This design comes from an exercise in tuning for small area, a short achievable clock period and few clock cycles per item on the open sky130 flow, not from production work.
In this exercise RTL edits were held to simulation tests only and were not proved equivalent to the original.

== run 1 ==
// neuron_mac_unit
module neuron_mac_unit #(
  parameter int N_INPUTS = 4,
  parameter int CNT_W    = $clog2(N_INPUTS + 1)
) (
  input  logic        clk,
  input  logic        rst_n,
  input  logic        start,
  input  logic [63:0] bias,
  input  logic [1:0]  act_sel,
  output logic        busy,
  input  logic        in_valid,
  output logic        in_ready,
  input  logic [63:0] in_x,
  input  logic [63:0] in_w,
  output logic        out_valid,
  input  logic        out_ready,
  output logic [63:0] out_y,
  output logic [63:0] out_sum,
  output logic        sat_flag
);
Size: roughly 330 I/O pins, about 86000 um2 of cells after synthesis.
export LEC_CHECK = 0
export ABC_AREA = 1
export CAP_MARGIN = 20
export CORE_MARGIN = 2
export CORE_UTILIZATION = 45
export PLACE_DENSITY = 0.7
export SLEW_MARGIN = 20
create_clock -name core_clock -period 16.0 [get_ports {clk}]
standard.sh (not shown) runs the stock make flow with config.mk's settings and CLKGATE_MAP_FILE= SYNTH_SCRIPT=/design/flow/synth_recipe.tcl, a recipe that flattens the netlist after the stock synthesis.
==> flow/flow/run.sh <==
#!/bin/bash
# Own layout flow: the standard ORFS flow (standard.sh) with these changes
# to how the layout is made:
#  1. after the standard synthesis, flow/polarity.py removes inverters around
#     full adders by flipping adders to their complemented form (a full adder
#     is self-dual), then the standard flow continues from that netlist;
#     registers are untouched;
#  2. extra make variables from flow/args.txt:
#     SETUP_SLACK_MARGIN - timing repair aims at a setup margin beyond the
#       16 ns clock, so the achieved period shrinks;
#     BUFFER_PORTS_ARGS - the port buffers the standard flow inserts use a
#       plain buffer cell (which repair may resize) instead of a delay buffer;
#     REMOVE_ABC_BUFFERS - drop synthesis's fanout buffers at floorplan and
#       let the placement-aware repair buffer instead.
# Logs: standard_synth.log, polarity.log, standard_make.log here, and each
# ORFS step's own log under orfs/logs/.
set -euo pipefail
mapfile -t ARGS < flow/args.txt
R=orfs/results/sky130hd/neuron_mac_unit/base
bash standard.sh "${ARGS[@]}" synth > standard_synth.log 2>&1
python3 flow/polarity.py "$R/1_2_yosys.v" "$R/1_2_yosys.pol.v" > polarity.log 2>&1
cp "$R/1_2_yosys.v" "$R/1_2_yosys.std.v"
mv "$R/1_2_yosys.pol.v" "$R/1_2_yosys.v"
touch "$R/1_2_yosys.v"
bash standard.sh "${ARGS[@]}" finish > standard_make.log 2>&1
Other scripts of this flow, unchanged in this note and not shown: flow/flow/args.txt, flow/flow/polarity.py
No stage failed in run 1, and the final checks on the layout all came back clean.
Testbench counts of run 1, summed over its fixed seeds: cycles 8,000, items 1,600.
#### Input delta (run 2 over run 1)
- CORE_UTILIZATION changed from 45 to 35
### Flow results
No run among run 2 and run 1 stopped early or left any final violation; all are clean.
Number of global-route vias before repair in run 2 vs run 1: down 3399
Run 2 against run 1: clock buffer count now larger, wire length went down.
Changes in run 3 relative to run 2:
- PLACE_DENSITY no longer set, was 0.7
Notes after the runs:
- Result for run 3 and run 2: all clean
- [run 3 vs run 2] clock network latency to the later pin of the worst-skew pair: higher in run 3
- Wire: run 3 routes more than run 2
- Worst max-slew margin expressed relative to the limit | run 3 above run 2
- On fmax, run 3 and run 2 are basically level.
Here is what was changed in the inputs of run 4 compared with run 3.
- a change of CORE_UTILIZATION from 35 to 45
--- outcome ---
On data arrival time of the critical path: between run 4 and run 3, it ends up higher for run 4.
Depth of the most critical reg-to-reg path, run 4 and run 3: smaller value in run 4
Comparing run 4 and run 3, the lower total global-route track usage is on run 3.

========
Setup of delta:
neuron_mac_unit, a different RTL version from the one above (not shown whole).
Size: ~9900 cells after synthesis, ~200 flip-flops, ~330 I/O pins, ~85000 um^2 of cells after synthesis.
clock: 16.0 ns
lec_check: 0
abc_area: 1
cap_margin: 20
core_margin: 2
core_utilization: 40
slew_margin: 20
==> flow/flow/run.sh <==
#!/bin/bash
# Standard ORFS layout, with timing repair aiming at a tighter setup margin
# than the 16 ns clock needs, so the achieved period shrinks.
set -euo pipefail
MARGIN=$(cat flow/margin.txt)
bash standard.sh SETUP_SLACK_MARGIN=$MARGIN finish > standard_make.log 2>&1
==> flow/flow/margin.txt <==
8
delta: it failed during global routing (5_1_grt), and the tool reported GRT-0232.
Testbench counts of delta, summed over its fixed seeds: cycles 8,000, items 1,600.
Here is what was changed in the inputs of beta compared with delta.
- swapping 40 for 35 in CORE_UTILIZATION
==> flow/flow/run.sh <==
#!/bin/bash
# Standard ORFS layout with two changes to how it is made:
#  - timing repair aims at a setup margin (flow/margin.txt, ns) beyond the
#    16 ns clock, so the achieved period shrinks;
#  - the port buffers that the standard flow inserts use buf_4 (which the
#    repair may resize) instead of the default delay buffer.
set -euo pipefail
MARGIN=$(cat flow/margin.txt)
bash standard.sh SETUP_SLACK_MARGIN=$MARGIN \
  "BUFFER_PORTS_ARGS=-buffer_cell sky130_fd_sc_hd__buf_4" finish > standard_make.log 2>&1
==> flow/flow/margin.txt <==
7
Findings:
- Delta (beta minus delta): number of setup buffers added after CTS now sits lower; die span in y now sits higher; horizontal die dimension now sits higher; number of gates given a new drive strength after cts now sits lower.
- Comparing beta with delta, the average cell area after synthesis came out essentially unchanged.
- From delta to beta, synthesized instance count did not move at all.
- Compared with delta, in beta cell area after placement lower; synthesized-area fraction occupied by and/or/nand/nor cells stayed essentially flat; placed wire-length estimate saw an increase.
- beta went all the way through synthesis, placement and routing and the layout is clean on timing, DRC and antenna.
- Between beta and delta, the number of sinks on the clock net figures differ only marginally.
- From beta to delta, xor/xnor share of the synthesized area did not move at all.

-- port drivers added, routing unchanged --
No port has a modelled driver above. Below, the same layouts with a new extraction and two added sets of constraints.
Step 1 assumes that a clkbuf_16 drives the clock port and a buf_2 every other input.
Step 2 also shifts input and output timing later by t, the mid clock arrival at the registers, as if the neighbouring blocks saw the same clock.
a / b / c = ideal / step 1 / step 2; a / b = the first two.
run	t, ns	setup slack, ns	hold slack, ns	slew at the worst register clock pin (ns)	pins driven straight from the clock port
run 1	0.776	7.350 / 7.408 / 6.632	0.469 / 0.469 / 0.469	0.10 / 0.10	1
run 2	0.726	7.426 / 7.429 / 6.709	0.459 / 0.459 / 0.459	0.09 / 0.09	1
run 3	0.756	7.411 / 7.414 / 6.678	0.461 / 0.461 / 0.461	0.07 / 0.07	1
run 4	0.730	7.368 / 7.394 / 6.664	0.476 / 0.476 / 0.476	0.07 / 0.07	1
beta	0.773	6.839 / 6.837 / 6.064	0.459 / 0.459 / 0.459	0.13 / 0.13	1
After both steps setup and hold are still met in every run listed. The setup slack of beta, which loses most, moves by -0.002 ns with the drivers and by -0.775 ns with both steps.
